Background: an optimization exercise with open tools, aiming at small area and a short achievable clock period. Do not read the settings as production practice.
RTL that was checked went through simulation tests only; none was proved equivalent to the original.
For run 7, only the layout was checked, not whether the RTL still works.

==> flow/design.v, too long to show whole: its modules and the start of the top module <==
// module varcic_fa: 10 lines
// module varcic_ha: 9 lines
// module varcic_pgn: 11 lines
// module varcic_gn: 8 lines
// module varcic_pgp: 11 lines
// module varcic_gp: 8 lines
// module varcic_kdec: 14 lines
// module varcic_out: 37 lines
// module varcic_mc: 8016 lines
module varcic_mc #(
  parameter int STAGES    = 5,
  parameter int IN_WIDTH  = 18,
  parameter int OUT_WIDTH = 18,
  parameter int ACC_WIDTH = 48,
  parameter int CHANNELS  = 2
) (
  input  logic                          clock,
  input  logic                          reset,
  input  logic [5:0]                    decimation,
  input  logic [5:0]                    out_shift,
  input  logic                          in_strobe,
  input  logic [CHANNELS*IN_WIDTH-1:0]  in_data,
  output logic                          out_strobe,
  output logic [CHANNELS*OUT_WIDTH-1:0] out_data,
  output logic                          overflow
);
  // ...
==> flow/flow/run.sh <==
#!/bin/bash
set -euo pipefail
export SETUP_SLACK_MARGIN=11.8
export BUFFER_PORTS_ARGS="-buffer_cell sky130_fd_sc_hd__buf_4"
bash standard.sh > standard_flow.log 2>&1
==> flow/standard.sh <==
#!/bin/bash
# synth_recipe.tcl (not shown) runs the flow's synth.tcl, then flattens the netlist and writes it again
# the make line also repeats each setting of config.mk as NAME=value (left out here)
make -C /OpenROAD-flow-scripts/flow DESIGN_CONFIG=/design/flow/config.mk WORK_HOME=/design/flow/orfs CLKGATE_MAP_FILE= SYNTH_SCRIPT=/design/flow/synth_recipe.tcl "${@:-finish}"
==> flow/config.mk <==
export PLATFORM = sky130hd
export DESIGN_NAME = varcic_mc
export DESIGN_NICKNAME = varcic_mc
export VERILOG_FILES = /design/flow/design.v
export SDC_FILE = /design/flow/constraint.sdc
export NUM_CORES = 4
export LEC_CHECK = 0
export CAP_MARGIN = 20
export CORE_MARGIN = 2
export CORE_UTILIZATION = 55
export CTS_BUF_LIST = sky130_fd_sc_hd__clkbuf_16
export CTS_CLUSTER_DIAMETER = 90
export CTS_CLUSTER_SIZE = 27
export SLEW_MARGIN = 20
export SYNTH_HIERARCHICAL = 1
export SYNTH_MINIMUM_KEEP_SIZE = 0
==> flow/constraint.sdc <==
create_clock -name core_clock -period 16.0 [get_ports {clock}]
set_input_delay 3.2000 -clock core_clock [delete_from_list [all_inputs] [get_ports {clock}]]
set_output_delay 3.2000 -clock core_clock [all_outputs]
set_load 0.01 [all_outputs]
==> impl_results.md, run 1 <==
- Status: no timing/DRC/antenna violations
- Multiplexer area fraction after synthesis: 0.4359%
- Crit path capture type: flop
- Post-synth EDFFs: 1056
- DP Worst Slack: 9.366 ns
- Yosys warnings: 13
- Reg2reg start: ias1[4]
- Reg2Reg Depth: 19
- Non-CTS buffers: 503
- Register area share after synthesis: 41.85%
- GRT Max-Usage Layer: met1
- Syn avg cell area: 14.05 µm²
- Core Area: 158600 µm²
- Hold Crit Start: ih1_2[11]
- Synthesized area: 87840 µm²
- Synth area leaders: edfxtp_1 (36%), fa_1 (31%), dfxtp_1 (5.7%)
- Gate Count Post-Synth: 6251
- Clock root buffer master: clkbuf_16
- Clock sinks: 1308
- Wl on met1: 103300 µm
- Well Taps: 2072
- Multi-input gate area: 53200 µm²
- Hpwl dp: 169100 µm
- Die Span X: 403.6 µm
- Unique masters post-synth: 65
- DR top layer: met4
- Initial Util: 55.40%
- Final antenna diode count: 0
- Most frequent cell after synthesis: fa_1
- Worst rel slew slack: 30.15%
- Worst Hold End: ih1_3[11]
- Placer Congestion: 0.9744
- Pre-antenna DRT Iters: 8
- Clock Path Buffers: 3
- Non-clock buffer share: 4.167%
- Largest area class, layout: multi-input combinational cells
- Final Hold Viols: 0
- Met3 WL: 13100 µm
- 1st-iter DRT viols: 4388
- Fin util: 64.27%
==> run 2, diff against run 1 <==
==> flow/flow/run.sh (replaced) <==
#!/bin/bash
set -euo pipefail
export SETUP_SLACK_MARGIN=11.45
export BUFFER_PORTS_ARGS="-buffer_cell sky130_fd_sc_hd__buf_4"
bash standard.sh > standard_flow.log 2>&1
--- a/flow/config.mk
+++ b/flow/config.mk
@@ -11,6 +11,7 @@
 export CTS_BUF_LIST = sky130_fd_sc_hd__clkbuf_16
 export CTS_CLUSTER_DIAMETER = 90
 export CTS_CLUSTER_SIZE = 27
+export PLACE_DENSITY = 0.7
 export SLEW_MARGIN = 20
 export SYNTH_HIERARCHICAL = 1
 export SYNTH_MINIMUM_KEEP_SIZE = 0
==> impl_results.md, run 2 <==
- Status: no timing/DRC/antenna violations
- Clock root buffer master: clkbuf_16
- Pre-antenna DRT Iters: 12 (+4)
- Post-synth EDFFs: 1056 (unchanged)
- Minimum clock period: 4.875 ns
- Syn nets: 8006
- 1st-iter DRT viols: 4737 (+8.0%)
- Global-route wire length before repair: 329300 µm
- Yosys warnings: 13 (unchanged)
- Initial Util: 55.40% (unchanged)
- Slew at the pin closest to its max-slew limit: 1.052 ns
- Largest net degree at the start of global routing: 158
- Peak Freq: 205.1 MHz
- Crit path top cell by count: o21ai_4
- Worst path required time: 16.60 ns
- Critical-path cell list: fa_2 -> fa_1 -> ha_4 -> nand2_8 -> o21ai_4 -> a21oi_4 -> o21ai_4 -> inv_2 -> o21ai_2 -> xor2_2 -> inv_1 -> a2111oi_2 -> nand4_1 -> o22a_4 -> nor3b_4 -> buf_4 -> buf_12 -> a221o_1
- CTS Buf Count: 66
- Area leader, netlist: edfxtp_1
- Most frequent cell after synthesis: fa_1
- Rows: 146
- CP max stage delay: 0.55 ns
- Clock sinks: 1308 (unchanged)
- Hpwl dp: 161600 µm (-4.4%)
- Core Area: 158600 µm² (unchanged)
- Final antenna diode count: 0 (unchanged)
- Fin Setup TNS: 0 ns
- FFs w/ async S/R, synth: 0%
- Gate Count Post-Synth: 6251 (unchanged)
- Via count: 51037
- Post-synth top area share: 36.10%
- Vias in the first global route: 55182
- IO Pins: 89
- Initial antenna violation count: 0
- Max Clock Skew: 0.05302 ns
- Overall Global Routing Usage: 26.57%
- Max-slew violation count: 0
- Worst Setup Start Kind: flop
- Crit-path leading delay family: compound AO/OA/AOI/OAI gates
- Unique masters post-synth: 65 (unchanged)
- Placer Congestion: 0.9668 (-0.78%)
- Min-delay worst type: flop to flop
- Worst-skew pair later-pin latency: 0.72 ns
- Seq cells post-synth: 1308
- Synth area leaders: edfxtp_1 (36%), fa_1 (31%), dfxtp_1 (5.7%)
- Critical path's slowest cell: fa_1
- Signal arrival time at the worst endpoint: 5.48 ns
- TritonCTS clock tree: done
- Die Y: 403.6 µm
- Final ANT Viol Nets: 0
- Crit path capture type: flop
- Buffers & Inverters on Critical Path: 4
- Vias per inst: 5.786
- Max Cap Violations: 0
- Register area share after synthesis: 41.85% (unchanged)
- Die Span X: 403.6 µm (unchanged)
- Area Overhead vs Synth: 15.56%
- WL/cell: 23.98 µm
- Clock Path Buffers: 3 (unchanged)
- WS Path Type: flop to flop
- RSZ-0062 raised after global routing: yes
- Nets: 8452
- Final Hold Viols: 0 (unchanged)
- CTS H-tree lvls: 3
- Clock slew at the register clock pins of the worst setup and hold paths: 0.11 ns
- Dominant synthesized flop cell: edfxtp_1
- Hold Slack: 0.4116 ns
- IO Port Bufs: 88
- Most common cell after layout, fill and taps aside: fa_1
- Crit share post-route: 30.47%
- Fillers: 11444
- Share of layout cells above drive strength 1: 28.29%
- Post-synth top cells: fa_1 (1356), edfxtp_1 (1056), inv_1 (645)
- Overflow after GRT: 0
- Synthesized area: 87840 µm² (unchanged)
- CP max FO: 5
- Die area: 162900 µm²
- CTS Hold Bufs: 0
- # DRC: 0
- Worst rel slew slack: 29.89% (-0.26 points)
- Final setup vio count: 0
- Drt total wl: 211500 µm
- Most frequent cells in the layout: fa_1 (1280), edfxtp_1 (1056), inv_1 (655), buf_4 (494), nor2b_1 (329)
- Syn avg cell area: 14.05 µm² (unchanged)
[run 2: stage by stage]
stage	instances	util, %	cell area, µm²	setup WS (ns)
finish	8821	64.02	101500	11.12
global route	8821	64.02	101500	11.03
CTS	8732	62.83	99620	11.29
detailed placement	8297	57.39	90990	9.832
global placement	8297	57.39	90990	9.903
floorplan	6251	-	88000	10.91
[run 2: cell families after synthesis]
| family | count (synthesis) | synth area share (%) |
|---|---|---|
| buffers and inverters | 794 | 3.443 |
| AOI/OAI and AO/OA | 1118 | 10.17 |
| muxes | 34 | 0.4359 |
| adders and majority gates | 1704 | 35.86 |
| DFF | 1308 | 41.85 |
| and+or+nand+nor | 1089 | 6.205 |
| xor gates and xnor gates | 204 | 2.034 |
[run 2: cell type report]
type | instances | area [µm²] | share of cell area (%)
clock buffers | 69 | 1727 | 1.701
clock inverters | 51 | 405.4 | 0.3994
inverters | 645 | 2421 | 2.385
multi-input cells | 4155 | 53430 | 52.63
flip-flops and latches | 1308 | 36770 | 36.23
well taps | 2072 | 2592 | 2.554
repair buffers | 521 | 4164 | 4.102
[run 2: per-module statistics from Yosys, one instance, submodules excluded]
module,cell area (µm²),cells inside,flip-flops and latches,times used
varcic_gn,8.758,1,0,104
varcic_gp,5.005,1,0,80
varcic_pgn,12.51,2,0,250
varcic_kdec,247.7,45,0,2
varcic_fa,20.02,1,0,1356
varcic_ha,12.51,1,0,342
varcic_out,2489,374,0,2
varcic_pgp,12.51,2,0,170
varcic_mc,44370,2691,1308,1
[run 2: path summary, 6_finish.rpt]
| path | start | to | slack (ns) | cells past startpoint |
|---|---|---|---|---|
| setup reg to reg | iac1[5] | out_data_r[31] | 11.12 | 18 |
| hold reg to reg | ch0_1[47] | ch0_2[47] | 0.41 | 0 |
| hold / removal | ch0_1[47] | ch0_2[47] | 0.41 | 0 |
| setup / recovery | iac1[5] | out_data_r[31] | 11.12 | 18 |
[run 2: metal layers]
metal	vias to the layer above	GRT usage (%)	part of all wire [%]
met5	-	0	0
li1	22243	-	-
met4	0	5.741	2.6
met2	1812	41.85	47
met3	352	4.059	6.6
met1	26630	39.60	44
[run 2: repair_timing]
action,4_1_cts,5_1_grt
pin swaps,191,205
buffers inserted,306,88
cloned,9,1
setup endpoints to repair,239,165
resized for setup,773,238
==> run 3, diff against run 2 <==
--- a/flow/config.mk
+++ b/flow/config.mk
@@ -11,7 +11,6 @@
 export CTS_BUF_LIST = sky130_fd_sc_hd__clkbuf_16
 export CTS_CLUSTER_DIAMETER = 90
 export CTS_CLUSTER_SIZE = 27
-export PLACE_DENSITY = 0.7
 export SLEW_MARGIN = 20
 export SYNTH_HIERARCHICAL = 1
 export SYNTH_MINIMUM_KEEP_SIZE = 0
==> impl_results.md, run 3 <==
- Vias in the first global route: 53825 (-2.5%)
- Max Clock Skew: 0.05758 ns (+0.004561 ns)
- Synthesized area: 87840 µm² (unchanged)
- Via count: 50278 (-1.5%)
- Nets: 8408 (-0.52%)
- Fin cells: 8783 (-0.43%)
- Post-synth EDFFs: 1056 (unchanged)
- Critical-path cell list: fa_2 -> fa_2 -> ha_4 -> a21oi_4 -> o21ai_4 -> a21oi_2 -> o21ai_2 -> a21oi_2 -> o21ai_2 -> xor2_2 -> buf_4 -> a221oi_1 -> nand4_1 -> o22a_4 -> nor3b_4 -> buf_12 -> a221o_1
- Area Overhead vs Synth: 14.71%
- Multi-input gate area: 52660 µm² (-1.4%)
- CP max stage delay: 0.59 ns (+0.04 ns)
- FF-to-FF End: out_data_r[31]
- Die area: 162900 µm² (unchanged)
- Post-synth top cells: fa_1 (1356), edfxtp_1 (1056), inv_1 (645)
- Placed cells: 8305 (+0.096%)
- Global-route wire length before repair: 330900 µm (+0.49%)
- Buffers & Inverters on Critical Path: 2 (-2)
- Post-route cell area: 100800 µm² (-0.74%)
- Initial antenna violation count: 2 (+2)
- R2R Setup Slk: 11.23 ns (+0.10 ns)
- CP max FO: 17 (+12)
- Syn avg cell area: 14.05 µm² (unchanged)
- Final Hold Viols: 0 (unchanged)
- Status: no timing/DRC/antenna violations
- Fillers: 12031 (+5.1%)
- Most common cell after layout, fill and taps aside: fa_1
- Overall Global Routing Usage: 26.83% (+0.27 points)
- RSZ-0062 raised after global routing: yes
- Overflow after GRT: 0 (unchanged)
- Dominant synthesized flop cell: edfxtp_1
- Die Span X: 403.6 µm (unchanged)
- Hold Path Depth: 0 (unchanged)
- Clock root buffer master: clkbuf_16
- Register area share after synthesis: 41.85% (unchanged)
- Syn nets: 8006 (unchanged)
- IO Port Bufs: 88 (unchanged)
- Die Y: 403.6 µm (unchanged)
- Peak Freq: 209.6 MHz (+2.2%)
- Clock Path Buffers: 3 (unchanged)
- 1st-iter DRT viols: 4719 (-0.38%)
- Clock slew at the register clock pins of the worst setup and hold paths: 0.10 ns (about the same)
- Rows: 146 (unchanged)
- Core Area: 158600 µm² (unchanged)
- Share of layout cells above drive strength 1: 27.24% (-1.0 points)
- Setup ws final: 11.23 ns (+0.1033 ns)
- Vias per inst: 5.724 (-1.1%)
- Crit path capture type: flop
- FFs w/ async S/R, synth: 0% (unchanged)
- DP Area: 91010 µm² (about the same)
- Slew at the pin closest to its max-slew limit: 1.137 ns (+0.08568 ns)
- Drt total wl: 211800 µm (+0.13%)
- Worst path required time: 16.62 ns (+0.02 ns)
- WL/cell: 24.11 µm (+0.56%)
- CTS H-tree lvls: 3 (unchanged)
- Worst Setup Start Kind: flop
- Placer Congestion: 0.9352 (-3.3%)
- Most frequent cells in the layout: fa_1 (1287), edfxtp_1 (1056), inv_1 (649), buf_4 (452), nor2b_1 (331)
- Crit share post-route: 29.83% (-0.65 points)
- CTS Buf Count: 71 (+7.6%)
- Register area: 36810 µm² (+0.11%)
- Worst rel slew slack: 24.01% (-5.9 points)
- Crit-path leading delay family: compound AO/OA/AOI/OAI gates
- Signal arrival time at the worst endpoint: 5.39 ns (-0.09 ns)
- Min-delay worst type: flop to flop
- Hpwl dp: 163800 µm (+1.4%)
- Gate Count Post-Synth: 6251 (unchanged)
- Unique masters post-synth: 65 (unchanged)
- Initial Util: 55.40% (unchanged)
- Worst Hold End: ch0_3[47]
- Max-slew violation count: 0 (unchanged)
- Reg2reg start: iac1[11]
- Seq cells post-synth: 1308 (unchanged)
- Area leader, netlist: edfxtp_1
- Most frequent cell after synthesis: fa_1
- Pre-antenna DRT Iters: 7 (-5)
- Fin Setup TNS: 0 ns (unchanged)
- Synth area leaders: edfxtp_1 (36%), fa_1 (31%), dfxtp_1 (5.7%)
- Yosys warnings: 13 (unchanged)
- Clock sinks: 1308 (unchanged)
- Hold Crit Start: ch0_2[47]
- Minimum clock period: 4.772 ns (-0.1033 ns)
- TritonCTS clock tree: done
- Post-synth top area share: 36.10% (unchanged)
- IO Pins: 89 (unchanged)
- # DRC: 0 (unchanged)
- Worst-skew pair later-pin latency: 0.73 ns (about the same)
- Critical path's slowest cell: fa_2
- Final ANT Viol Nets: 0 (unchanged)
- WS Path Type: flop to flop
- Final setup vio count: 0 (unchanged)
- DP Worst Slack: 9.221 ns (-0.6113 ns)
- Reg2Reg Depth: 17 (-1)
- Max Cap Violations: 0 (unchanged)
- Largest net degree at the start of global routing: 163 (+3.2%)
==> run 3: cell types whose count changed in the layout (fill, tap and decap cells not counted), sizes merged <==
cell,delta
buf,-46
inv,-9
clkbuf,+8
clkinv,+8
bufinv,+2
nor3b,-2
bufbuf,-1
clkinvlp,+1
diode,+1
==> run 3: worst max path at each step <==
| stage | start | endpoint | slack, ns | depth (start not counted) |
|---|---|---|---|---|
| final | iac1[11] | out_data_r[31] | 11.23 | 17 |
| after global routing | ias1[35] | out_data_r[19] | 11.12 | 18 |
| after CTS | iac1[11] | out_data_r[22] | 11.33 | 18 |
| after detailed placement | in_strobe | ias1[6] | 9.22 | 4 |
| after global placement | in_strobe | ias1[6] | 9.25 | 4 |
| after floorplan | comb_strobe | out_data_r[21] | 10.91 | 5 |
==> run 3: worst reg2reg max path, delay by kind of cell (launching register included) <==
family                     cells  cell delay (ns)
and+or+nand+nor                2             0.42
xor gates and xnor gates       1             0.17
AOI/OAI and AO/OA              9             1.87
DFF                            1             0.52
buffers and inverters          2             0.32
adders and majority gates      3             1.34
==> run 3: metal layers <==
layer	part of all wire, %	GRT usage (%)	vias up
met5	0	0	-
met4	2.0	5.139	0
met3	5.9	3.636	215
met2	44	38.91	1449
met1	48	43.68	26450
li1	-	-	22164
==> run 3: per-stage QoR <==
stage	hold slack, ns	utilization [%]
after CTS	0.4306	62.80
after global routing	0.4389	63.54
after floorplan	0.4003	-
after global placement	0.4063	57.40
final	0.4296	63.54
after detailed placement	0.4045	57.40
==> run 3: cell type report <==
class,count,share of cell area (%)
Antenna cell,1,0.002484
Clock buffer,77,1.912
Clock inverter,53,0.5911
Inverter,645,2.403
Multi-Input combinational cell,4153,52.26
Sequential cell,1308,36.53
Tap cell,2072,2.573
Timing Repair Buffer,474,3.720
==> run 3: logic make-up after synthesis <==
logic type	count (synthesis)	share of synthesized area, %
AND/OR/NAND/NOR	1089	6.205
buffers and inverters	794	3.443
flip-flops	1308	41.85
XOR/XNOR	204	2.034
adder cells (fa/ha/maj)	1704	35.86
AO/OA/AOI/OAI	1118	10.17
multiplexers	34	0.4359
==> run 3: per-module statistics from Yosys, one instance, submodules excluded <==
module / cells / cell area [µm²] / copies in the design / flops+latches
varcic_mc: 2691 / 44370 / 1 / 1308
varcic_out: 374 / 2489 / 2 / 0
varcic_kdec: 45 / 247.7 / 2 / 0
varcic_fa: 1 / 20.02 / 1356 / 0
varcic_ha: 1 / 12.51 / 342 / 0
varcic_pgn: 2 / 12.51 / 250 / 0
varcic_pgp: 2 / 12.51 / 170 / 0
varcic_gn: 1 / 8.758 / 104 / 0
varcic_gp: 1 / 5.005 / 80 / 0
==> run 3: what timing repair did <==
action / CTS / global route
buffers inserted: 301 / 41
gates cloned: 3 / 2
hold endpoints to repair: 0 / 0
hold buffers: 0 / 0
pin swaps: 214 / 87
gates resized for setup: 743 / 165
setup endpoints to repair: 353 / 262
==> run 4, diff against run 3 <==
--- a/flow/config.mk
+++ b/flow/config.mk
@@ -7,7 +7,7 @@
 export LEC_CHECK = 0
 export CAP_MARGIN = 20
 export CORE_MARGIN = 2
-export CORE_UTILIZATION = 55
+export CORE_UTILIZATION = 50
 export CTS_BUF_LIST = sky130_fd_sc_hd__clkbuf_16
 export CTS_CLUSTER_DIAMETER = 90
 export CTS_CLUSTER_SIZE = 27
==> impl_results.md, run 4 <==
- # DRC: 0 (unchanged)
- Worst rel slew slack: 24.45% (+0.44 points)
- Post-route cell area: 101100 µm² (+0.38%)
- Fillers: 13845 (+15%)
- Minimum clock period: 4.782 ns (+0.009900 ns)
- GRT Max-Usage Layer: met1
- Max-slew violation count: 0 (unchanged)
- Overall Global Routing Usage: 24.84% (-2.0 points)
- Crit share post-route: 29.89% (+0.062 points)
- Unique masters post-synth: 65 (unchanged)
- Worst path required time: 16.59 ns (-0.03 ns)
- Rows: 153 (+4.8%)
- Max Clock Skew: 0.04380 ns (-0.01378 ns)
- Simple-gate share of the synthesized area: 6.205% (unchanged)
- Vias per inst: 5.533 (-3.3%)
- Final setup vio count: 0 (unchanged)
- Area leader, netlist: edfxtp_1
- Crit path capture type: flop
- Worst Setup Start Kind: flop
- TritonCTS clock tree: done
- Hold Slack: 0.4248 ns (-0.004862 ns)
- Clock root buffer master: clkbuf_16
- Pre-antenna DRT Iters: 7 (unchanged)
- Peak Freq: 209.1 MHz (-0.21%)
- Most frequent cells in the layout: fa_1 (1290), edfxtp_1 (1056), inv_1 (643), buf_4 (455), nor2b_1 (333)
- 1st-iter DRT viols: 4493 (-4.8%)
- Register area share after synthesis: 41.85% (unchanged)
- RSZ-0062 raised after global routing: yes
- Seq cells post-synth: 1308 (unchanged)
- M3 GR Usage: 3.739% (+0.10 points)
- Clock slew at the register clock pins of the worst setup and hold paths: 0.10 ns (about the same)
- Signal arrival time at the worst endpoint: 5.37 ns (-0.02 ns)
- Post-synth top area share: 36.10% (unchanged)
- Final antenna diode count: 0 (-1)
- Synth Area in XOR/XNOR: 2.034% (unchanged)
- Syn avg cell area: 14.05 µm² (unchanged)
- Synthesized area: 87840 µm² (unchanged)
- Clock Path Buffers: 3 (unchanged)
- Drt total wl: 215900 µm (+1.9%)
- WL/cell: 23.87 µm (-1.0%)
- Max Cap Violations: 0 (unchanged)
- Most common cell after layout, fill and taps aside: fa_1
- WS Path Type: flop to flop
- Via count: 50044 (-0.47%)
- Gate Count Post-Synth: 6251 (unchanged)
- Post-synthesis compound-gate area fraction: 10.17% (unchanged)
- Largest net degree at the start of global routing: 155 (-4.9%)
- Final ANT Viol Nets: 0 (unchanged)
- CTS Hold Bufs: 0 (unchanged)
- Syn nets: 8006 (unchanged)
- CP max FO: 10 (-7)
- Global-route wire length before repair: 336400 µm (+1.6%)
- R2R Setup Slk: 11.22 ns (about the same)
- FFs w/ async S/R, synth: 0% (unchanged)
- Die Y: 423.1 µm (+4.8%)
- Yosys warnings: 13 (unchanged)
- Core Area: 174200 µm² (+9.9%)
- Synth Area in Adders: 35.86% (unchanged)
- IO Pins: 89 (unchanged)
- Setup ws final: 11.22 ns (-0.009900 ns)
- Multi-input gate area: 52600 µm² (-0.10%)
- Die Span X: 423.1 µm (+4.8%)
- Main combinational cell family by area after synthesis: adder cells
- Multiplexer area fraction after synthesis: 0.4359% (unchanged)
- CTS Buf Count: 74 (+4.2%)
- Synth area leaders: edfxtp_1 (36%), fa_1 (31%), dfxtp_1 (5.7%)
- Die area: 179000 µm² (+9.9%)
- GR Util met2: 36.27% (-2.6 points)
- Most frequent cell after synthesis: fa_1
- Fin Setup TNS: 0 ns (unchanged)
- Nets: 8418 (+0.12%)
- IO Port Bufs: 88 (unchanged)
- Clock sinks: 1308 (unchanged)
- Share of layout cells above drive strength 1: 27.13% (-0.11 points)
- Placer Congestion: 0.9393 (+0.44%)
- Slew at the pin closest to its max-slew limit: 1.131 ns (-0.006541 ns)
- Post-synth top cells: fa_1 (1356), edfxtp_1 (1056), inv_1 (645)
- DP Worst Slack: 9.382 ns (+0.1615 ns)
- Initial Util: 50.42% (-5.0 points)
- Min-delay worst type: flop to flop
- Final Hold Viols: 0 (unchanged)
- Status: no timing/DRC/antenna violations
- Vias in the first global route: 54557 (+1.4%)
- Area Overhead vs Synth: 15.15%
- Overflow after GRT: 0 (unchanged)
- DP Area: 91370 µm² (+0.39%)
- Hpwl dp: 166700 µm (+1.8%)
- CTS H-tree lvls: 3 (unchanged)
- Initial antenna violation count: 3 (+1)
- Dominant synthesized flop cell: edfxtp_1
- Post-synth EDFFs: 1056 (unchanged)
- Register area: 36790 µm² (about the same)
- Worst-skew pair later-pin latency: 0.73 ns (about the same)
- Met1 usage: 39.02% (-4.7 points)
[run 4: cell counts after synthesis]
No cell type changed its count.
[run 4: modules after synthesis, one instance, submodules excluded]
module / cells / copies in the design
varcic_ha: 1 / 342
varcic_gn: 1 / 104
varcic_fa: 1 / 1356
varcic_pgp: 2 / 170
varcic_gp: 1 / 80
varcic_kdec: 45 / 2
varcic_out: 374 / 2
varcic_pgn: 2 / 250
varcic_mc: 2691 / 1
[run 4: cells by family after synthesis]
group           Yosys count
xor+xnor                204
compound gates         1118
flops                  1308
buf+inv                 794
fa+ha+maj              1704
mux                      34
simple gates           1089
[run 4: worst max-delay path: stages, from the launching register on]
cell       delay, ns
edfxtp_1        0.46
fa_1            0.59
fa_1            0.46
ha_4            0.35
nand2_2         0.14
nor2_4          0.22
nand2_4         0.10
o21ai_4         0.25
a21oi_4         0.11
xnor2_4         0.32
nor2b_1         0.11
a2111oi_2       0.39
nand4_1         0.22
o22a_4          0.35
nor3b_4         0.18
buf_6           0.14
a221o_1         0.26
[run 4: layout make-up]
type,count,share of cell area [%]
Clock buffer,78,1.930
Clock inverter,55,0.6284
Inverter,645,2.396
Multi-Input combinational cell,4154,52.01
Sequential cell,1308,36.37
Tap cell,2325,2.876
Timing Repair Buffer,480,3.787
[run 4: worst paths after layout]
kind,to,cells after the start,start
worst max register to register,out_data_r[23],16,ias1[11]
worst min register to register,ih0_2[47],0,ih0_1[47]
worst min-delay path,ih0_2[47],0,ih0_1[47]
worst max-delay path,out_data_r[23],16,ias1[11]
[run 4: per-stage QoR]
| stage | utilization [%] | cells |
|---|---|---|
| 4_1_cts | 57.31 | 8977 |
| 2_1_floorplan | - | 6251 |
| 3_5_place_dp | 52.45 | 8559 |
| 5_1_grt | 58.06 | 9045 |
| 6_report | 58.06 | 9045 |
| 3_3_place_gp | 52.45 | 8559 |
[run 4: what timing repair did]
item                       4_1_cts  5_1_grt
cloned                           7        1
setup endpoints to repair      324      103
pin swaps                      157      114
gates resized for setup        727      151
setup buffers                  278       67
[run 4: metal layers]
layer  vias to the layer above  share of wire [%]
met3                       204                5.6
li1                      22189                  -
met5                         -                  0
met1                     26274                 48
met4                         0                2.6
met2                      1377                 44
==> run 5, diff against run 4 <==
--- a/flow/config.mk
+++ b/flow/config.mk
@@ -7,10 +7,11 @@
 export LEC_CHECK = 0
 export CAP_MARGIN = 20
 export CORE_MARGIN = 2
-export CORE_UTILIZATION = 50
+export CORE_UTILIZATION = 55
 export CTS_BUF_LIST = sky130_fd_sc_hd__clkbuf_16
 export CTS_CLUSTER_DIAMETER = 90
 export CTS_CLUSTER_SIZE = 27
+export GPL_ROUTABILITY_DRIVEN = 0
 export SLEW_MARGIN = 20
 export SYNTH_HIERARCHICAL = 1
 export SYNTH_MINIMUM_KEEP_SIZE = 0
==> impl_results.md, run 5 <==
- Global-route wire length before repair: 327600 µm (-2.6%)
- WL/cell: 23.78 µm (-0.39%)
- Max Clock Skew: 0.05249 ns (+0.008687 ns)
- Multi-input gate area: 52560 µm² (about the same)
- Overall Global Routing Usage: 26.45% (+1.6 points)
- Vias in the first global route: 54370 (-0.34%)
- TritonCTS clock tree: done
- Placed cells: 8304 (-3.0%)
- Signal arrival time at the worst endpoint: 5.38 ns (about the same)
- Worst-skew pair later-pin latency: 0.73 ns (about the same)
- Fin Setup TNS: 0 ns (unchanged)
- Most common cell after layout, fill and taps aside: fa_1
- Die Span X: 403.6 µm (-4.6%)
- Peak Freq: 209.6 MHz (+0.24%)
- Min-delay worst type: flop to flop
- Pre-antenna DRT Iters: 8 (+1)
- Met1 usage: 42.21% (+3.2 points)
- Synthesized area: 87840 µm² (unchanged)
- Most frequent cell after synthesis: fa_1
- CP max stage delay: 0.62 ns (+0.03 ns)
- Fin cells: 8788 (-2.8%)
- Gate Count Post-Synth: 6251 (unchanged)
- Clock Path Buffers: 3 (unchanged)
- Area Overhead vs Synth: 14.54%
- Worst path required time: 16.61 ns (+0.02 ns)
- Core Area: 158600 µm² (-9.0%)
- Worst Setup Start Kind: flop
- Die area: 162900 µm² (-9.0%)
- Syn avg cell area: 14.05 µm² (unchanged)
- Crit share post-route: 29.82% (-0.071 points)
- Synth area leaders: edfxtp_1 (36%), fa_1 (31%), dfxtp_1 (5.7%)
- Clock sinks: 1308 (unchanged)
- 1st-iter DRT viols: 4761 (+6.0%)
- Syn nets: 8006 (unchanged)
- GRT Max-Usage Layer: met1
- CTS Hold Bufs: 0 (unchanged)
- Area leader, netlist: edfxtp_1
- GR Util met2: 38.74% (+2.5 points)
- Register area: 36820 µm² (about the same)
- Buffers & Inverters on Critical Path: 2 (+1)
- Nets: 8414 (-0.048%)
- M3 GR Usage: 3.968% (+0.23 points)
- Vias per inst: 5.747 (+3.9%)
- Status: no timing/DRC/antenna violations
- Unique masters post-synth: 65 (unchanged)
- Clock slew at the register clock pins of the worst setup and hold paths: 0.12 ns (+0.02 ns)
- Critical-path cell list: fa_1 -> fa_1 -> ha_4 -> a21oi_4 -> o21ai_4 -> a21oi_4 -> o21ai_2 -> a21oi_2 -> o21ai_2 -> xor2_2 -> buf_6 -> a22o_4 -> a221oi_4 -> nand4_1 -> o22a_4 -> nor3b_4 -> buf_12 -> a221o_1
- Worst rel slew slack: 28.42% (+4.0 points)
- Post-synth top cells: fa_1 (1356), edfxtp_1 (1056), inv_1 (645)
- WS Path Type: flop to flop
- Final ANT Viol Nets: 0 (unchanged)
- Rows: 146 (-4.6%)
- Dominant synthesized flop cell: edfxtp_1
- Hold Slack: 0.4106 ns (-0.01419 ns)
- CTS Buf Count: 70 (-5.4%)
- FFs w/ async S/R, synth: 0% (unchanged)
- Hpwl dp: 160200 µm (-3.9%)
- Slew at the pin closest to its max-slew limit: 1.074 ns (-0.05712 ns)
- CTS H-tree lvls: 3 (unchanged)
- Final setup vio count: 0 (unchanged)
- Die Y: 403.6 µm (-4.6%)
- Yosys warnings: 13 (unchanged)
- Crit-path leading delay family: compound AO/OA/AOI/OAI gates
- # DRC: 0 (unchanged)
- Via count: 50506 (+0.92%)
- Max-slew violation count: 0 (unchanged)
- Max Cap Violations: 0 (unchanged)
- Largest net degree at the start of global routing: 136 (-12%)
- Overflow after GRT: 0 (unchanged)
- Seq cells post-synth: 1308 (unchanged)
- Drt total wl: 208900 µm (-3.2%)
- RSZ-0062 raised after global routing: yes
- IO Port Bufs: 88 (unchanged)
- Final antenna diode count: 0 (unchanged)
- Clock root buffer master: clkbuf_16
- Share of layout cells above drive strength 1: 27.59% (+0.46 points)
- Final Hold Viols: 0 (unchanged)
- Critical path's slowest cell: fa_1
- Post-synth EDFFs: 1056 (unchanged)
- IO Pins: 89 (unchanged)
- CP max FO: 17 (+7)
- Initial antenna violation count: 5 (+2)
- Most frequent cells in the layout: fa_1 (1279), edfxtp_1 (1056), inv_1 (651), buf_4 (457), nor2b_1 (332)
- Initial Util: 55.40% (+5.0 points)
- Crit path capture type: flop
- Post-synth top area share: 36.10% (unchanged)
- Minimum clock period: 4.771 ns (-0.01130 ns)
- Register area share after synthesis: 41.85% (unchanged)
- Fillers: 11929 (-14%)
[run 5: cell counts after synthesis]
Identical to the previous run, type by type.
[run 5: area by class of cell]
type	instances	share of cell area, %
clock inverters	57	0.5485
flip-flops and latches	1308	36.60
inverters	645	2.407
clock buffers	72	1.791
repair buffers	481	3.837
well taps	2072	2.577
multi-input cells	4153	52.24
[run 5: routing by layer]
| metal | vias up | wire, µm |
|---|---|---|
| li1 | 22164 | - |
| met1 | 26487 | 98870 |
| met4 | 0 | 4929 |
| met3 | 280 | 12830 |
| met2 | 1575 | 92310 |
| met5 | - | 0 |
[run 5: worst paths after layout]
path	startpoint	end	slack, ns	cells after the start
max	iac1[7]	out_data_r[27]	11.23	18
min	ch0_2[47]	ch0_3[47]	0.41	0
max reg2reg	iac1[7]	out_data_r[27]	11.23	18
min reg2reg	ch0_2[47]	ch0_3[47]	0.41	0
[run 5: kinds of logic after synthesis]
logic type	share of synthesized area, %
simple gates	6.205
xor+xnor	2.034
buf+inv	3.443
compound gates	10.17
fa+ha+maj	35.86
flops	41.85
mux	0.4359
[run 5: per-module statistics from Yosys, one instance, submodules excluded]
| module | copies in the design | cells inside | flip-flops and latches |
|---|---|---|---|
| varcic_fa | 1356 | 1 | 0 |
| varcic_gn | 104 | 1 | 0 |
| varcic_gp | 80 | 1 | 0 |
| varcic_ha | 342 | 1 | 0 |
| varcic_kdec | 2 | 45 | 0 |
| varcic_mc | 1 | 2691 | 1308 |
| varcic_out | 2 | 374 | 0 |
| varcic_pgn | 250 | 2 | 0 |
| varcic_pgp | 170 | 2 | 0 |
[run 5: worst reg2reg max path, cell delays in order, from the launching register on]
cell	delay [ns]
edfxtp_1	0.51
fa_1	0.62
fa_1	0.46
ha_4	0.28
a21oi_4	0.21
o21ai_4	0.11
a21oi_4	0.18
o21ai_2	0.11
a21oi_2	0.16
o21ai_2	0.09
xor2_2	0.23
buf_6	0.17
a22o_4	0.26
a221oi_4	0.19
nand4_1	0.19
o22a_4	0.29
nor3b_4	0.18
buf_12	0.14
a221o_1	0.26
[run 5: timing repair]
item / CTS / global route
pin swaps: 221 / 101
setup endpoints to repair: 293 / 273
setup buffers: 310 / 36
gates resized for setup: 778 / 129
gates cloned: 5 / 4
[run 5: per-stage QoR]
stage	setup WS [ns]	util (%)	cell area (µm²)
floorplan	10.91	-	88000
global placement	9.154	57.39	91000
detailed placement	9.113	57.40	91010
CTS	11.36	62.83	99630
global route	11.12	63.45	100600
finish	11.23	63.45	100600
==> run 6, diff against run 5 <==
==> flow/flow/run.sh (replaced) <==
#!/bin/bash
set -euo pipefail
export SETUP_SLACK_MARGIN=11.6
export BUFFER_PORTS_ARGS="-buffer_cell sky130_fd_sc_hd__buf_4"
bash standard.sh > standard_flow.log 2>&1
==> impl_results.md, run 6 <==
- CP max FO: 4 (-13)
- Crit share post-route: 29.88% (+0.060 points)
- FF-to-FF End: out_data_r[11]
- Clock sinks: 1308 (unchanged)
- Max Clock Skew: 0.04872 ns (-0.003763 ns)
- Origin of the worst setup path: iac0[14]
- Slew at the pin closest to its max-slew limit: 1.058 ns (-0.01599 ns)
- Hold Crit Start: ih1_1[47]
- Most frequent cell after synthesis: fa_1
- Clock root buffer master: clkbuf_16
- Worst rel slew slack: 29.48% (+1.1 points)
- Overflow after GRT: 0 (unchanged)
- Met3 WL: 13060 µm (+1.9%)
- Initial antenna violation count: 5 (unchanged)
- CTS H-tree lvls: 3 (unchanged)
- 1st-iter DRT viols: 5044 (+5.9%)
- CP max stage delay: 0.58 ns (-0.04 ns)
- Worst-skew pair later-pin latency: 0.74 ns (about the same)
- WP depth: 20 (+2)
- Max Cap Violations: 0 (unchanged)
- Fin Setup TNS: 0 ns (unchanged)
- Yosys warnings: 13 (unchanged)
- Synth area leaders: edfxtp_1 (36%), fa_1 (31%), dfxtp_1 (5.7%)
- TritonCTS clock tree: done
- Most frequent cells in the layout: fa_1 (1283), edfxtp_1 (1056), inv_1 (646), buf_4 (443), nor2b_1 (330)
- Largest net degree at the start of global routing: 171 (+26%)
- Met2 WL: 92860 µm (+0.59%)
- FFs w/ async S/R, synth: 0% (unchanged)
- Peak Freq: 209.2 MHz (-0.20%)
- Area Overhead vs Synth: 15.53%
- CTS Buf Count: 71 (+1.4%)
- Worst Setup Start Kind: flop
- Final ANT Viol Nets: 0 (unchanged)
- Register area share after synthesis: 41.85% (unchanged)
- R2R Setup Slk: 11.22 ns (about the same)
- Post-synth top cells: fa_1 (1356), edfxtp_1 (1056), inv_1 (645)
- Area leader, netlist: edfxtp_1
- WS Path Type: flop to flop
- Drt total wl: 209900 µm (+0.47%)
- Via count: 50484 (-0.044%)
- Pre-antenna DRT Iters: 6 (-2)
- Max-slew violation count: 0 (unchanged)
- IO Pins: 89 (unchanged)
- Status: no timing/DRC/antenna violations
- # DRC: 0 (unchanged)
- WL/cell: 23.81 µm (+0.14%)
- Die area: 162900 µm² (unchanged)
- Most common cell after layout, fill and taps aside: fa_1
- Unique masters post-synth: 65 (unchanged)
- Syn avg cell area: 14.05 µm² (unchanged)
- Vias in the first global route: 53866 (-0.93%)
- Signal arrival time at the worst endpoint: 5.37 ns (about the same)
- CTS Hold Bufs: 0 (unchanged)
- DR top layer: met4
- Reg2Reg Depth: 20 (+2)
- Gate Count Post-Synth: 6251 (unchanged)
- Reg2reg start: iac0[14]
- Dominant synthesized flop cell: edfxtp_1
- Syn nets: 8006 (unchanged)
- Post-synth EDFFs: 1056 (unchanged)
- Clock slew at the register clock pins of the worst setup and hold paths: 0.11 ns (about the same)
- RSZ-0062 raised after global routing: yes
- Rows: 146 (unchanged)
- Final setup vio count: 0 (unchanged)
- Overall Global Routing Usage: 26.49% (+0.038 points)
- Buffers & Inverters on Critical Path: 4 (+2)
- Core Area: 158600 µm² (unchanged)
- Worst path required time: 16.59 ns (-0.02 ns)
- Post-synth top area share: 36.10% (unchanged)
- Min-delay worst type: flop to flop
- Share of layout cells above drive strength 1: 28.67% (+1.1 points)
- Hpwl dp: 160400 µm (+0.15%)
- Final Hold Viols: 0 (unchanged)
- Die Span X: 403.6 µm (unchanged)
- Seq cells post-synth: 1308 (unchanged)
- IO Port Bufs: 88 (unchanged)
- Crit path capture type: flop
- Minimum clock period: 4.780 ns (+0.009600 ns)
- Global-route wire length before repair: 326700 µm (-0.26%)
- Crit-path leading delay family: compound AO/OA/AOI/OAI gates
- Wl on met1: 99670 µm (+0.80%)
- Die Y: 403.6 µm (unchanged)
- Nets: 8442 (+0.33%)
- Clock Path Buffers: 3 (unchanged)
- Critical-path cell list: fa_1 -> fa_2 -> ha_4 -> a21oi_4 -> buf_6 -> o21ai_4 -> a21oi_4 -> o21ai_4 -> a21oi_2 -> o21ai_2 -> xor2_2 -> buf_4 -> buf_6 -> buf_4 -> a22oi_1 -> nand2_1 -> a22o_1 -> a221oi_1 -> a31oi_1 -> a221o_1
- Critical path's slowest cell: fa_2
- Setup crit end: out_data_r[11]
- Initial Util: 55.40% (unchanged)
- Synthesized area: 87840 µm² (unchanged)
- Vias per inst: 5.726 (-0.37%)
[run 6: cell counts after synthesis]
No cell type changed its count.
[run 6: per-layer routing]
layer  track usage, %  vias up
li1                 -    22232
met1            42.31    26344
met2            39.13     1649
met3            3.814      259
met4            5.054        0
met5                0        -
[run 6: cell families (layout without fill, tap and decap cells)]
logic type	Yosys count	count (layout)	synth area share, %
AOI/OAI and AO/OA	1118	1122	10.17
xor gates and xnor gates	204	204	2.034
adders and majority gates	1704	1704	35.86
buffers and inverters	794	1281	3.443
DFF	1308	1308	41.85
muxes	34	34	0.4359
other	0	3	0
and+or+nand+nor	1089	1089	6.205
[run 6: worst register-to-register path, delay by kind of cell, from the launching register on]
family,cells,cell delay (ns)
compound gates,11,1.92
fa+ha+maj,3,1.35
buf+inv,4,0.55
flops,1,0.46
xor+xnor,1,0.20
simple gates,1,0.15
[run 6: through the flow]
| stage | cells | setup slack, ns | utilization [%] | area, µm² | hold slack [ns] |
|---|---|---|---|---|---|
| finish | 8817 | 11.22 | 64.00 | 101500 | 0.4294 |
| floorplan | 6251 | 10.91 | - | 88040 | 0.4003 |
| detailed placement | 8300 | 9.501 | 57.42 | 91050 | 0.4080 |
| CTS | 8756 | 11.38 | 63.15 | 100100 | 0.4325 |
| global placement | 8299 | 9.553 | 57.42 | 91040 | 0.4009 |
| global route | 8814 | 11.09 | 63.99 | 101500 | 0.4345 |
[run 6: worst min-delay path by stage]
stage	to	slack (ns)	cells after the start
2_1_floorplan	ch0_2[47]	0.40	0
3_3_place_gp	ih1_1[47]	0.40	0
3_5_place_dp	ih1_2[47]	0.41	0
4_1_cts	ih1_2[47]	0.43	0
5_1_grt	ih1_2[47]	0.43	0
6_report	ih1_2[47]	0.43	0
[run 6: per-module statistics from Yosys (local to each module, per instance)]
| module | copies in the design | cell area (µm²) | flops+latches |
|---|---|---|---|
| varcic_mc | 1 | 44370 | 1308 |
| varcic_out | 2 | 2489 | 0 |
| varcic_kdec | 2 | 247.7 | 0 |
| varcic_fa | 1356 | 20.02 | 0 |
| varcic_ha | 342 | 12.51 | 0 |
| varcic_pgn | 250 | 12.51 | 0 |
| varcic_pgp | 170 | 12.51 | 0 |
| varcic_gn | 104 | 8.758 | 0 |
| varcic_gp | 80 | 5.005 | 0 |
[run 6: final cells by class]
class                   instances  area [µm²]
multi-input cells            4153       52990
flip-flops and latches       1308       36880
fillers                     11786       57090
clock buffers                  72        1802
repair buffers                508        4182
well taps                    2072        2592
diodes                          3       7.507
inverters                     645        2421
clock inverters                56       600.6
[run 6: repair_timing]
item	CTS	global route
resized for setup	859	168
endpoints found under the setup margin	384	132
pin swaps	246	166
cloned	7	0
buffers inserted	321	58
==> module varcic_out, before the edit <==
module varcic_out (
  input  logic [47:0] c,
  input  logic [30:0] cs,
  input  logic [3:0]  oh_lo,
  input  logic [7:0]  oh_hi,
  input  logic [30:0] mask,
  input  logic        load,
  input  logic        clear,
  input  logic [17:0] q,
  output logic [17:0] d,
  output logic        hit
);
  logic [45:0] m;
  logic [17:0] r, dn, ds;
  logic        same;
  always_comb begin
    for (int p = 0; p < 46; p++) begin
      m[p] = 1'b0;
      for (int u = 0; u < 4; u++) begin
        if (p + u < 48) m[p] = m[p] | (c[p+u] & oh_lo[u]);
      end
    end
    for (int i = 0; i < 18; i++) begin
      r[i] = 1'b0;
      for (int w = 0; w < 8; w++) begin
        if (i + 4 * w < 46) r[i] = r[i] | (m[i+4*w] & oh_hi[w]);
      end
    end
    same = (&(cs | ~mask)) | (&(~cs | ~mask));
    hit  = ~same;
    for (int i = 0; i < 18; i++) begin
      dn[i] = ~clear & (load ? r[i] : q[i]);
      ds[i] = ~clear & (load ? ((i == 17) ? cs[30] : ~cs[30]) : q[i]);
    end
    d = same ? dn : ds;
  end
endmodule
==> run 7, diff against run 6 <==
--- a/flow/design.v
+++ b/flow/design.v
@@ -69,6 +69,13 @@
     k[29] = (|hi[7:4]) | (hi[3] & (lo[6] | lo[7]));
   end
 endmodule
+module varcic_same (
+  input  logic [30:0] cs,
+  input  logic [30:0] mask,
+  output logic        same
+);
+  assign same = (&(cs | ~mask)) | (&(~cs | ~mask));
+endmodule
 module varcic_out (
   input  logic [47:0] c,
   input  logic [30:0] cs,
@@ -83,7 +90,9 @@
 );
   logic [45:0] m;
   logic [17:0] r, dn, ds;
-  logic        same;
+  logic        same_lo, same_hi;
+  varcic_same u_same_lo (.cs(cs), .mask(mask), .same(same_lo));
+  varcic_same u_same_hi (.cs(cs), .mask(mask), .same(same_hi));
   always_comb begin
     for (int p = 0; p < 46; p++) begin
       m[p] = 1'b0;
@@ -97,13 +106,13 @@
         if (i + 4 * w < 46) r[i] = r[i] | (m[i+4*w] & oh_hi[w]);
       end
     end
-    same = (&(cs | ~mask)) | (&(~cs | ~mask));
-    hit  = ~same;
+    hit  = ~same_hi;
     for (int i = 0; i < 18; i++) begin
       dn[i] = ~clear & (load ? r[i] : q[i]);
       ds[i] = ~clear & (load ? ((i == 17) ? cs[30] : ~cs[30]) : q[i]);
     end
-    d = same ? dn : ds;
+    d[8:0]  = same_lo ? dn[8:0] : ds[8:0];
+    d[17:9] = same_hi ? dn[17:9] : ds[17:9];
   end
 endmodule
 module varcic_mc #(
==> flow/flow/run.sh (replaced) <==
#!/bin/bash
set -euo pipefail
export SETUP_SLACK_MARGIN=11.45
export BUFFER_PORTS_ARGS="-buffer_cell sky130_fd_sc_hd__buf_4"
bash standard.sh > standard_flow.log 2>&1
--- a/flow/config.mk
+++ b/flow/config.mk
@@ -11,7 +11,6 @@
 export CTS_BUF_LIST = sky130_fd_sc_hd__clkbuf_16
 export CTS_CLUSTER_DIAMETER = 90
 export CTS_CLUSTER_SIZE = 27
-export GPL_ROUTABILITY_DRIVEN = 0
 export SLEW_MARGIN = 20
 export SYNTH_HIERARCHICAL = 1
 export SYNTH_MINIMUM_KEEP_SIZE = 0
==> impl_results.md, run 7 <==
- Hold Path Depth: 0 (unchanged)
- Post-synth top area share: 35.53% (-0.57 points)
- Die Y: 406.8 µm (+0.79%)
- Clock slew at the register clock pins of the worst setup and hold paths: 0.11 ns (about the same)
- CTS Buf Count: 73 (+2.8%)
- Nets: 8551 (+1.3%)
- Minimum clock period: 4.859 ns (+0.07910 ns)
- Min-delay worst type: flop to flop
- Clock sinks: 1308 (unchanged)
- Reg2Reg Depth: 19 (-5.0%)
- Max Clock Skew: 0.05145 ns (+0.002721 ns)
- Max Cap Violations: 0 (unchanged)
- Fin Setup TNS: 0 ns (unchanged)
- Final ANT Viol Nets: 0 (unchanged)
- Signal arrival time at the worst endpoint: 5.49 ns (+0.12 ns)
- Die area: 165500 µm² (+1.6%)
- 1st-iter DRT viols: 4559 (-9.6%)
- FFs w/ async S/R, synth: 0% (unchanged)
- Pre-antenna DRT Iters: 7 (+1)
- CTS Hold Bufs: 0 (unchanged)
- Worst path required time: 16.63 ns (+0.04 ns)
- Worst Setup Start Kind: flop
- Hpwl dp: 169700 µm (+5.8%)
- Via count: 51110 (+1.2%)
- Critical path's slowest cell: fa_2
- Multi-input gate area: 53410 µm² (+0.80%)
- Crit path top cell by count: a21oi_4
- Peak Freq: 205.8 MHz (-1.6%)
- Crit share post-route: 30.37% (+0.49 points)
- Crit-path leading delay family: compound AO/OA/AOI/OAI gates
- WS Path Type: flop to flop
- IO Pins: 89 (unchanged)
- Final setup vio count: 0 (unchanged)
- Area Overhead vs Synth: 14.72%
- Post-synth EDFFs: 1056 (unchanged)
- Most frequent cells in the layout: fa_1 (1285), edfxtp_1 (1056), inv_1 (669), buf_4 (498), nor2b_1 (373)
- Status: no timing/DRC/antenna violations
- Die Span X: 406.8 µm (+0.79%)
- Hold Slack: 0.4255 ns (-0.003913 ns)
- Gate Count Post-Synth: 6333 (+1.3%)
- Register area share after synthesis: 41.19% (-0.66 points)
- Synth area leaders: edfxtp_1 (36%), fa_1 (30%), dfxtp_1 (5.7%)
- Setup ws final: 11.14 ns (-0.07910 ns)
- CP max stage delay: 0.60 ns (+0.02 ns)
- Most common cell after layout, fill and taps aside: fa_1
- Buffers & Inverters on Critical Path: 4 (unchanged)
- Synthesized area: 89240 µm² (+1.6%)
- Dominant synthesized flop cell: edfxtp_1
- Vias in the first global route: 54385 (+0.96%)
- Global-route wire length before repair: 334900 µm (+2.5%)
- WL/cell: 24.13 µm (+1.3%)
- Worst-skew pair later-pin latency: 0.73 ns (about the same)
- Share of layout cells above drive strength 1: 29.40% (+0.73 points)
- # DRC: 0 (unchanged)
- Critical-path cell list: fa_1 -> fa_2 -> ha_4 -> a21oi_4 -> o21ai_1 -> buf_4 -> a21oi_4 -> o21ai_4 -> a21oi_4 -> xnor2_1 -> buf_4 -> buf_6 -> a221oi_4 -> nand4_1 -> o22ai_2 -> inv_2 -> a31oi_4 -> o21ai_1 -> a31oi_1
- Rows: 147 (+0.68%)
- Unique masters post-synth: 63 (-3.1%)
- Initial Util: 55.45% (about the same)
- Vias per inst: 5.668 (-1.0%)
- Crit path capture type: flop
- Clock root buffer master: clkbuf_16
- Largest net degree at the start of global routing: 93 (-46%)
- TritonCTS clock tree: done
- Most frequent cell after synthesis: fa_1
- Register area: 36820 µm² (-0.16%)
- Clock Path Buffers: 3 (unchanged)
- Post-synth top cells: fa_1 (1356), edfxtp_1 (1056), inv_1 (673)
- DP Worst Slack: 9.336 ns (-0.1652 ns)
- CP max FO: 8 (+4)
- Yosys warnings: 13 (unchanged)
- Drt total wl: 217600 µm (+3.7%)
- Initial antenna violation count: 3 (-2)
- Area leader, netlist: edfxtp_1
- Syn avg cell area: 14.09 µm² (+0.28%)
- Placer Congestion: 0.9408
- Syn nets: 8088 (+1.0%)
- Overall Global Routing Usage: 27.17% (+0.68 points)
- Fillers: 12208 (+3.6%)
- Overflow after GRT: 0 (unchanged)
- Slew at the pin closest to its max-slew limit: 1.255 ns (+0.1974 ns)
- WP depth: 19 (-5.0%)
- Worst rel slew slack: 15.93% (-14 points)
- Seq cells post-synth: 1308 (unchanged)
- Max-slew violation count: 0 (unchanged)
- IO Port Bufs: 88 (unchanged)
- Final Hold Viols: 0 (unchanged)
- RSZ-0062 raised after global routing: yes
- CTS H-tree lvls: 3 (unchanged)
- Core Area: 160900 µm² (+1.5%)
==> run 7: cell count changes after synthesis, moves of 22 or more <==
cell      before  now
a222oi_1       6   38
nor2b_1      337  375
a221oi_2       2   44
o21ai_0       72   40
a31oi_1       20   42
a221o_1       34    0
a21oi_1       25   61
inv_1        645  673
a22oi_1      162  118
a22oi_2        0   54
==> run 7: kinds of logic (layout without fill, tap and decap cells) <==
logic type | count (synthesis) | in the layout | share of synthesized area (%)
AND/OR/NAND/NOR | 1119 | 1119 | 6.340
multiplexers | 34 | 34 | 0.4290
adder cells (fa/ha/maj) | 1704 | 1704 | 35.30
flip-flops | 1308 | 1308 | 41.19
AO/OA/AOI/OAI | 1150 | 1151 | 11.01
XOR/XNOR | 204 | 204 | 2.002
buffers and inverters | 814 | 1337 | 3.734
other | 0 | 1 | 0
==> run 7: per-stage QoR <==
stage	cells	util, %	instance area (µm²)
floorplan	6333	-	89430
global placement	8513	57.54	92600
detailed placement	8513	57.54	92600
CTS	8936	62.61	100800
global route	9017	63.61	102400
finish	9018	63.61	102400
==> run 7: Yosys stat by module, one instance, submodules excluded, a selection <==
module       flops+latches  times used  cell area, µm²
varcic_pgn               0         250           12.51
varcic_kdec              0           2           247.7
varcic_ha                0         342           12.51
varcic_same              0           4           470.5
varcic_gp                0          80           5.005
varcic_fa                0        1356           20.02
varcic_out               0           2            2250
==> run 7: timing repair <==
action,CTS,global route
buffers inserted,284,78
gates resized for setup,693,195
endpoints found under the setup margin,378,259
pin swaps,152,144
cloned,3,1
==> run 7: path summary, 6_finish.rpt <==
path / start / endpoint / slack (ns)
setup reg to reg: iac0[1] / out_data_r[15] / 11.14
hold reg to reg: ih1_0[47] / ih1_1[47] / 0.43
hold / removal: ih1_0[47] / ih1_1[47] / 0.43
setup / recovery: iac0[1] / out_data_r[15] / 11.14
==> run 7: final cells by class <==
type                       instances  share of cell area (%)
antenna                            1                0.002444
clock inverter                    58                  0.6978
inverter                         673                   2.470
multi-input combinational       4212                   52.17
clock buffer                      78                   1.907
sequential                      1308                   35.97
tap                             2160                   2.640
timing repair buffer             528                   4.147
==> run 7: metal layers <==
| metal | share of wire [%] | vias up | track usage, % |
|---|---|---|---|
| li1 | - | 22616 | - |
| met3 | 7.3 | 208 | 5.591 |
| met2 | 43 | 1533 | 39.04 |
| met1 | 47 | 26749 | 43.23 |
| met4 | 1.9 | 4 | 4.847 |
| met5 | 0.011 | - | 0 |
==> run 7: worst register-to-register path: stages (launching register included) <==
cell and delay (ns):
edfxtp_1 0.44, fa_1 0.50, fa_2 0.60, ha_4 0.24
a21oi_4 0.23, o21ai_1 0.09, buf_4 0.18, a21oi_4 0.26
o21ai_4 0.11, a21oi_4 0.22, xnor2_1 0.08, buf_4 0.16
buf_6 0.13, a221oi_4 0.31, nand4_1 0.18, o22ai_2 0.30
inv_2 0.09, a31oi_4 0.34, o21ai_1 0.12, a31oi_1 0.18

==> separate check: timing with driven ports <==
The results above use ideal ports. As a check the final layouts listed here were re-extracted and re-timed, cells and wires unchanged. Step 1 assumes that a clkbuf_16 drives the clock port and a buf_2 every other input. Step 2 moves the port delays by t, midway between the first and last clock arrival at a register: inputs arrive t later, outputs are due t later. That takes back most of the time a late clock gives input paths. a / b / c = ideal ports / drivers / drivers and shift; a / b = the first two.
run	t (ns)	setup WS [ns]	clock arrival spread, ns	worst data-port slew with drivers (ns)
run 1	0.793	11.205 / 11.205 / 10.625	0.064 / 0.064	0.08
run 2	0.780	11.125 / 11.125 / 10.615	0.053 / 0.053	0.09
run 3	0.783	11.228 / 11.228 / 10.632	0.060 / 0.059	0.24
run 4	0.792	11.218 / 11.218 / 10.498	0.047 / 0.047	0.17
run 5	0.792	11.229 / 11.229 / 10.597	0.056 / 0.056	0.09
run 6	0.801	11.220 / 11.220 / 10.679	0.049 / 0.050	0.08
run 7	0.789	11.141 / 11.141 / 10.496	0.061 / 0.061	0.09
After both steps setup and hold are still met in every run listed. The setup slack of run 4, which loses most, moves by 0.000 ns with the drivers and by -0.720 ns with both steps.
